What follows belongs to an exercise in optimizing a design on an open flow for small area and a short achievable clock period; a production flow would make more cautious choices. The RTL was checked by simulation tests, not by an equivalence proof against the original design.

job 101:
==> flow/design.v <==
package mips_defs;
    typedef enum logic [2:0] {
        MD_NONE  = 3'd0,
        MD_MULT  = 3'd1,
        MD_MULTU = 3'd2,
        MD_DIV   = 3'd3,
        MD_DIVU  = 3'd4,
        MD_MTHI  = 3'd5,
        MD_MTLO  = 3'd6
    } md_op_e;
endpackage
module md_add35 (
    input  logic [34:0] x,
    input  logic [34:0] y,
    input  logic        ci,
    output logic [34:0] s
);
    logic [35:0] g, p;
    logic [34:0] h;
    always_comb begin
        g[0] = ci;
        p[0] = 1'b0;
        for (int i = 0; i < 35; i++) begin
            g[i+1] = x[i] & y[i];
            p[i+1] = x[i] ^ y[i];
            h[i]   = x[i] ^ y[i];
        end
        for (int l = 1; l < 36; l = l * 2)
            for (int i = 2 * l - 1; i < 36; i += 2 * l) begin
                g[i] = g[i] | (p[i] & g[i-l]);
                p[i] = p[i] & p[i-l];
            end
        for (int l = 16; l >= 1; l = l / 2)
            for (int i = 3 * l - 1; i < 36; i += 2 * l) begin
                g[i] = g[i] | (p[i] & g[i-l]);
                p[i] = p[i] & p[i-l];
            end
        for (int i = 0; i < 35; i++) s[i] = h[i] ^ g[i];
    end
endmodule
module md_cneg (
    input  logic [31:0] x,
    input  logic        en,
    output logic [31:0] y
);
    logic [32:0] c;
    always_comb begin
        c[0] = en;
        for (int i = 0; i < 32; i++) begin
            y[i]   = (x[i] ^ en) ^ c[i];
            c[i+1] = (x[i] ^ en) & c[i];
        end
    end
endmodule
module md_step (
    input  logic        dvj,      
    input  logic [33:0] u,
    input  logic [32:0] ms,       
    input  logic        nz,
    input  logic        two,
    input  logic        negm,     
    input  logic        bneg,     
    input  logic        qp,       
    input  logic        qin,      
    output logic [34:0] s,        
    output logic        q,        
    output logic [33:0] un        
);
    logic [34:0] m35, x, y;
    logic        neg;
    assign neg = dvj ? (qp ^ bneg) : negm;
    assign m35 = {{2{ms[32]}}, ms};
    assign y   = ((two ? {m35[33:0], 1'b0} : m35) & {35{nz}}) ^ {35{neg}};
    assign x   = {u[33], u};
    md_add35 u_add (.x(x), .y(y), .ci(neg), .s(s));
    assign q  = ~s[34];
    assign un = dvj ? {s[32:0], qin} : {s[34], s[34:2]};
endmodule
module md_dp (
    input  logic        busy,
    input  logic        dv,
    input  logic        sg,
    input  logic [3:0]  cnt,
    input  logic        bprev,
    input  logic        aneg_r,
    input  logic [31:0] m,
    input  logic [33:0] ph,
    input  logic [31:0] pl,
    input  logic [31:0] hi,
    input  logic [31:0] lo,
    output logic        last,
    output logic [33:0] ph_n,
    output logic [31:0] pl_n,
    output logic        bprev_n,
    output logic        aneg_n,
    output logic [31:0] hi_r,
    output logic [31:0] lo_r
);
    logic first;
    assign first = (cnt == 4'd0);
    assign last  = dv ? (cnt == 4'd9) : (cnt == 4'd4);
    logic [32:0] ms;
    logic        a_neg, b_neg, div_zero;
    assign ms       = {sg & m[31], m};
    assign b_neg    = sg & m[31];
    assign div_zero = (m == 32'd0);
    assign a_neg    = first ? (sg & pl[31]) : aneg_r;
    logic [31:0] pl_neg, rem_neg;
    md_cneg u_negq (.x(pl), .en(first ? a_neg : (aneg_r ^ b_neg)), .y(pl_neg));
    md_cneg u_negr (.x(s[0][32:1]), .en(aneg_r), .y(rem_neg));
    logic       fix;
    logic [3:0] dvj, nz, two, negm, qp, qin;
    assign fix = dv & (cnt == 4'd9);
    always_comb begin
        for (int j = 0; j < 4; j++) begin
            logic b2, b1, b0;
            b2 = pl[2*j+1];
            b1 = pl[2*j];
            b0 = (j == 0) ? bprev : pl[2*j-1];
            dvj[j] = dv & ~fix;
            if (dv) begin
                nz[j]   = (j == 0) ? (~fix | ph[33]) : 1'b1;
                two[j]  = fix;
                negm[j] = b_neg;
            end else if (cnt == 4'd4) begin
                nz[j]   = (j == 0) & ~sg & bprev;
                two[j]  = 1'b0;
                negm[j] = 1'b0;
            end else begin
                nz[j]   = (b1 ^ b0) | (b2 ^ b1);
                two[j]  = ~(b1 ^ b0);
                negm[j] = b2 & ~(b1 & b0);
            end
            qin[j] = pl[30-j];
        end
    end
    logic [33:0] u [0:4];
    logic [34:0] s [0:3];
    logic [3:0]  q;
    assign u[0] = ph;
    assign qp   = {q[2:0], ~ph[33]};
    for (genvar j = 0; j < 4; j++) begin : g_step
        md_step u_step (
            .dvj(dvj[j]), .u(u[j]), .ms(ms), .nz(nz[j]), .two(two[j]), .negm(negm[j]),
            .bneg(b_neg), .qp(qp[j]), .qin(qin[j]), .s(s[j]), .q(q[j]), .un(u[j+1])
        );
    end
    always_comb begin
        hi_r = hi;
        lo_r = lo;
        if (busy && last && !dv) begin
            hi_r = s[0][31:0];
            lo_r = pl;
        end else if (busy && last && !div_zero) begin
            hi_r = rem_neg;
            lo_r = pl_neg;
        end
    end
    always_comb begin
        bprev_n = bprev;
        aneg_n  = aneg_r;
        if (dv) begin
            if (first) begin
                aneg_n = a_neg;
                pl_n   = pl_neg;
                ph_n   = {33'd0, pl_neg[31]};
            end else begin
                ph_n = u[4];
                pl_n = {pl[27:0], q[0], q[1], q[2], q[3]};
            end
        end else begin
            ph_n    = u[4];
            pl_n    = {s[3][1:0], s[2][1:0], s[1][1:0], s[0][1:0], pl[31:8]};
            bprev_n = pl[7];
        end
    end
endmodule
module md_unit (
    input  logic        clk,
    input  logic        reset,
    input  logic        start,
    input  logic        cancel,
    input  logic [2:0]  op,
    input  logic [31:0] a,
    input  logic [31:0] b,
    output logic        busy,
    output logic [31:0] hi,
    output logic [31:0] lo
);
    logic        idle;      
    logic        dv;        
    logic        sg;        
    logic [3:0]  cnt;       
    logic        bprev;     
    logic        aneg_r;    
    logic [31:0] m;         
    logic [33:0] ph;        
    logic [31:0] pl;        
    logic        last, bprev_n, aneg_n;
    logic [33:0] ph_n;
    logic [31:0] pl_n, hi_r, lo_r;
    md_dp u_dp (
        .busy(!idle), .dv(dv), .sg(sg), .cnt(cnt), .bprev(bprev), .aneg_r(aneg_r),
        .m(m), .ph(ph), .pl(pl), .hi(hi), .lo(lo),
        .last(last), .ph_n(ph_n), .pl_n(pl_n), .bprev_n(bprev_n), .aneg_n(aneg_n),
        .hi_r(hi_r), .lo_r(lo_r)
    );
    logic go, mthi, mtlo;
    assign go   = start && !cancel && idle;
    assign mthi = go && (op == 3'd5);
    assign mtlo = go && (op == 3'd6);
    logic run;
    assign run = go && (op != 3'd0) && (op[2:1] != 2'b11) && (op != 3'd5);
    always_ff @(posedge clk) begin
        if (reset) begin
            busy <= 1'b0;
            idle <= 1'b1;
            hi   <= '0;
            lo   <= '0;
        end else begin
            hi <= mthi ? a : hi_r;
            lo <= mtlo ? a : lo_r;
            if (!idle) begin
                busy <= !last;
                idle <= last;
            end else begin
                busy <= run;
                idle <= !run;
            end
        end
    end
    always_ff @(posedge clk) begin
        if (idle) begin
            m     <= b;
            pl    <= a;
            ph    <= '0;
            cnt   <= '0;
            bprev <= 1'b0;
            dv    <= op[2] | (op[1] & op[0]);    
            sg    <= (op == 3'd1) || (op == 3'd3);
        end else begin
            cnt    <= cnt + 4'd1;
            ph     <= ph_n;
            pl     <= pl_n;
            bprev  <= bprev_n;
            aneg_r <= aneg_n;
        end
    end
endmodule
==> flow/config.mk <==
export PLATFORM = sky130hd
export DESIGN_NAME = md_unit
export DESIGN_NICKNAME = md_unit
export VERILOG_FILES = /design/flow/design.v
export SDC_FILE = /design/flow/constraint.sdc
export NUM_CORES = 4
export LEC_CHECK = 0
export ABC_AREA = 1
export CAP_MARGIN = 20
export CORE_MARGIN = 2
export CORE_UTILIZATION = 40
export SLEW_MARGIN = 20
export SYNTH_HIERARCHICAL = 1
export SYNTH_MINIMUM_KEEP_SIZE = 2000
==> flow/constraint.sdc <==
create_clock -name core_clock -period 100.0 [get_ports {clk}]
set_input_delay 20.0000 -clock core_clock [delete_from_list [all_inputs] [get_ports {clk}]]
set_output_delay 20.0000 -clock core_clock [all_outputs]
set_load 0.01 [all_outputs]
standard.sh (not shown) runs the stock make flow with config.mk's settings and CLKGATE_MAP_FILE= SYNTH_SCRIPT=/design/flow/synth_recipe.tcl, a recipe that flattens the netlist after the stock synthesis.
==> flow/flow/run.sh <==
#!/bin/bash
# The standard layout (standard.sh) with these changes:
#  - synthesis maps with ORFS's ABC area script without its upsize step (flow/abc_area.script),
#  - the ports get plain buffers (buf_1) instead of delay cells,
#  - clock tree synthesis uses clkbuf_8 and no dummy loads.
# Tool output: standard_make.log here and ORFS's own logs under orfs/logs.
set -euo pipefail
W=$(pwd)
rm -rf "$W/orfs_scripts"
cp -r "$FLOW_HOME/scripts" "$W/orfs_scripts"
cp "$W/flow/abc_area.script" "$W/orfs_scripts/abc_area.script"
export SCRIPTS_DIR="$W/orfs_scripts"
export BUFFER_PORTS_ARGS="-buffer_cell sky130_fd_sc_hd__buf_1"
export CTS_ARGS="-sink_clustering_enable -repair_clock_nets -dont_use_dummy_load -root_buf sky130_fd_sc_hd__clkbuf_16 -buf_list sky130_fd_sc_hd__clkbuf_8"
bash standard.sh > standard_make.log 2>&1
==> flow/flow/abc_area.script <==
strash
dch
map -B 0.9
topo
stime -c
buffer -c
dnsize -c
Job 101 did not stop at any stage, and its layout met the timing, DRC and antenna checks.
#### Input delta (job 102 over job 101)
- SLEW_MARGIN now 75, was 20
==> flow/flow/run.sh <==
#!/bin/bash
# The standard layout (standard.sh) with two changes:
#  - synthesis maps with ORFS's ABC area script without its upsize step (flow/abc_area.script),
#  - the ports get plain buffers (buf_1) instead of delay cells.
# Tool output: standard_make.log here and ORFS's own logs under orfs/logs.
set -euo pipefail
W=$(pwd)
rm -rf "$W/orfs_scripts"
cp -r "$FLOW_HOME/scripts" "$W/orfs_scripts"
cp "$W/flow/abc_area.script" "$W/orfs_scripts/abc_area.script"
export SCRIPTS_DIR="$W/orfs_scripts"
export BUFFER_PORTS_ARGS="-buffer_cell sky130_fd_sc_hd__buf_1"
bash standard.sh > standard_make.log 2>&1
Taking job 101 as the reference, in job 102 remaining global-route overflow flat, layout cell share with drive strength beyond 1 climbed 2.4 points. Wire length on met3 in job 102 vs job 101: up about 18%. Looking only at first-pass GRT wire length, and setting everything else aside, the higher value of job 102 and job 101 goes to job 102.
Modified inputs, job 103 compared to job 102
- changing SLEW_MARGIN from 75 to 20
-- flow/flow/run.sh --
<<< job 102, line 11
export SCRIPTS_DIR="$W/orfs_scripts"
export BUFFER_PORTS_ARGS="-buffer_cell sky130_fd_sc_hd__buf_1"
bash standard.sh > standard_make.log 2>&1
>>> job 103, line 11
export SCRIPTS_DIR="$W/orfs_scripts"
export BUFFER_PORTS_ARGS="-buffer_cell sky130_fd_sc_hd__buf_1"
export CTS_ARGS="-sink_clustering_enable -repair_clock_nets -dont_use_dummy_load"
bash standard.sh > standard_make.log 2>&1
[summary]
- Going from job 102 to job 103, worst-case hold slack dropped 17 ps, worst setup slack climbed 25 ps.
- Final critical-path required period, job 102 and job 103: higher on job 102
- In the reports for job 102 and job 103, the smaller global-route wire length before repair belongs to job 103.
- Between job 102 and job 103, the clock transition at the registers of the reported paths figures differ only marginally.
Input changes introduced in job 104 (baseline for comparison: job 103):
==> flow/flow/run.sh <==
#!/bin/bash
# The standard layout (standard.sh) with these changes:
#  - synthesis maps with ORFS's ABC area script without its upsize step (flow/abc_area.script),
#  - the ports get plain buffers (buf_1) instead of delay cells,
#  - clock tree synthesis uses clkbuf_8 and no dummy loads.
# Tool output: standard_make.log here and ORFS's own logs under orfs/logs.
set -euo pipefail
W=$(pwd)
rm -rf "$W/orfs_scripts"
cp -r "$FLOW_HOME/scripts" "$W/orfs_scripts"
cp "$W/flow/abc_area.script" "$W/orfs_scripts/abc_area.script"
export SCRIPTS_DIR="$W/orfs_scripts"
export BUFFER_PORTS_ARGS="-buffer_cell sky130_fd_sc_hd__buf_1"
export CTS_ARGS="-sink_clustering_enable -repair_clock_nets -dont_use_dummy_load -buf_list sky130_fd_sc_hd__clkbuf_8"
bash standard.sh > standard_make.log 2>&1
==> comparison <==
- Run comparison: job 104 start point of the critical path hi[1]; job 103 start point of the critical path busy
- In terms of routed wire length, job 103 and job 104 differ only marginally.
- Final cell area: job 104 below job 103
- Met1 capacity usage during global routing: job 103 vs job 104, no meaningful difference
- For count of final setup violators, job 103 and job 104 come out practically identical.
- In terms of part of the cycle the worst path needs, job 104 and job 103 differ only marginally.
What job 105 does differently from job 104 at the input level:
==> flow/flow/run.sh <==
#!/bin/bash
# The standard layout (standard.sh) with two changes:
#  - synthesis maps with ORFS's ABC area script without its upsize step (flow/abc_area.script),
#  - the ports get plain buffers (buf_1) instead of delay cells.
# Tool output: standard_make.log here and ORFS's own logs under orfs/logs.
set -euo pipefail
W=$(pwd)
rm -rf "$W/orfs_scripts"
cp -r "$FLOW_HOME/scripts" "$W/orfs_scripts"
cp "$W/flow/abc_area.script" "$W/orfs_scripts/abc_area.script"
export SCRIPTS_DIR="$W/orfs_scripts"
export BUFFER_PORTS_ARGS="-buffer_cell sky130_fd_sc_hd__buf_1"
bash standard.sh > standard_make.log 2>&1
### Flow results
Reported for job 105 and job 104, detailed placement HPWL turned out identical to the last digit. The post-route fraction of the period consumed by the critical path of job 105 and that of job 104 are within noise of each other. On wire length, job 105 and job 104 are neck and neck. Of job 105 and job 104, job 104 shows the higher transition time at the pin with the least slew margin, with job 105 below it.

-- static timing again, ports no longer ideal --
The results above use ideal ports. As a check the final layouts listed here were re-extracted and re-timed, cells and wires unchanged. Step 1, drivers: a clkbuf_16 drives clk and a buf_2 each remaining input, both assumed. Step 2 adds t to the input delays and takes it off the output delays; t is the mean of the earliest and latest rising clock arrival at the registers after step 1. Input paths then give back, and output paths get back, about the clock's delay inside the block. Slacks: ideal / step 1 / step 2; pairs: ideal / step 1.
run	t, ns	slack for setup (ns)	worst hold slack (ns)
job 101	0.504	78.873 / 78.812 / 78.522	0.504 / 0.504 / 0.504
job 102	0.552	78.840 / 78.780 / 78.876	0.512 / 0.512 / 0.512
job 103	0.549	78.865 / 78.803 / 78.540	0.494 / 0.494 / 0.494
job 104	0.613	78.764 / 78.707 / 78.527	0.497 / 0.497 / 0.497
job 105	0.560	78.857 / 78.793 / 78.559	0.514 / 0.514 / 0.514
After both steps every run listed still meets setup and hold. For job 101, which loses most, drivers alone change the setup slack by -0.061 ns; drivers and shift together by -0.351 ns.
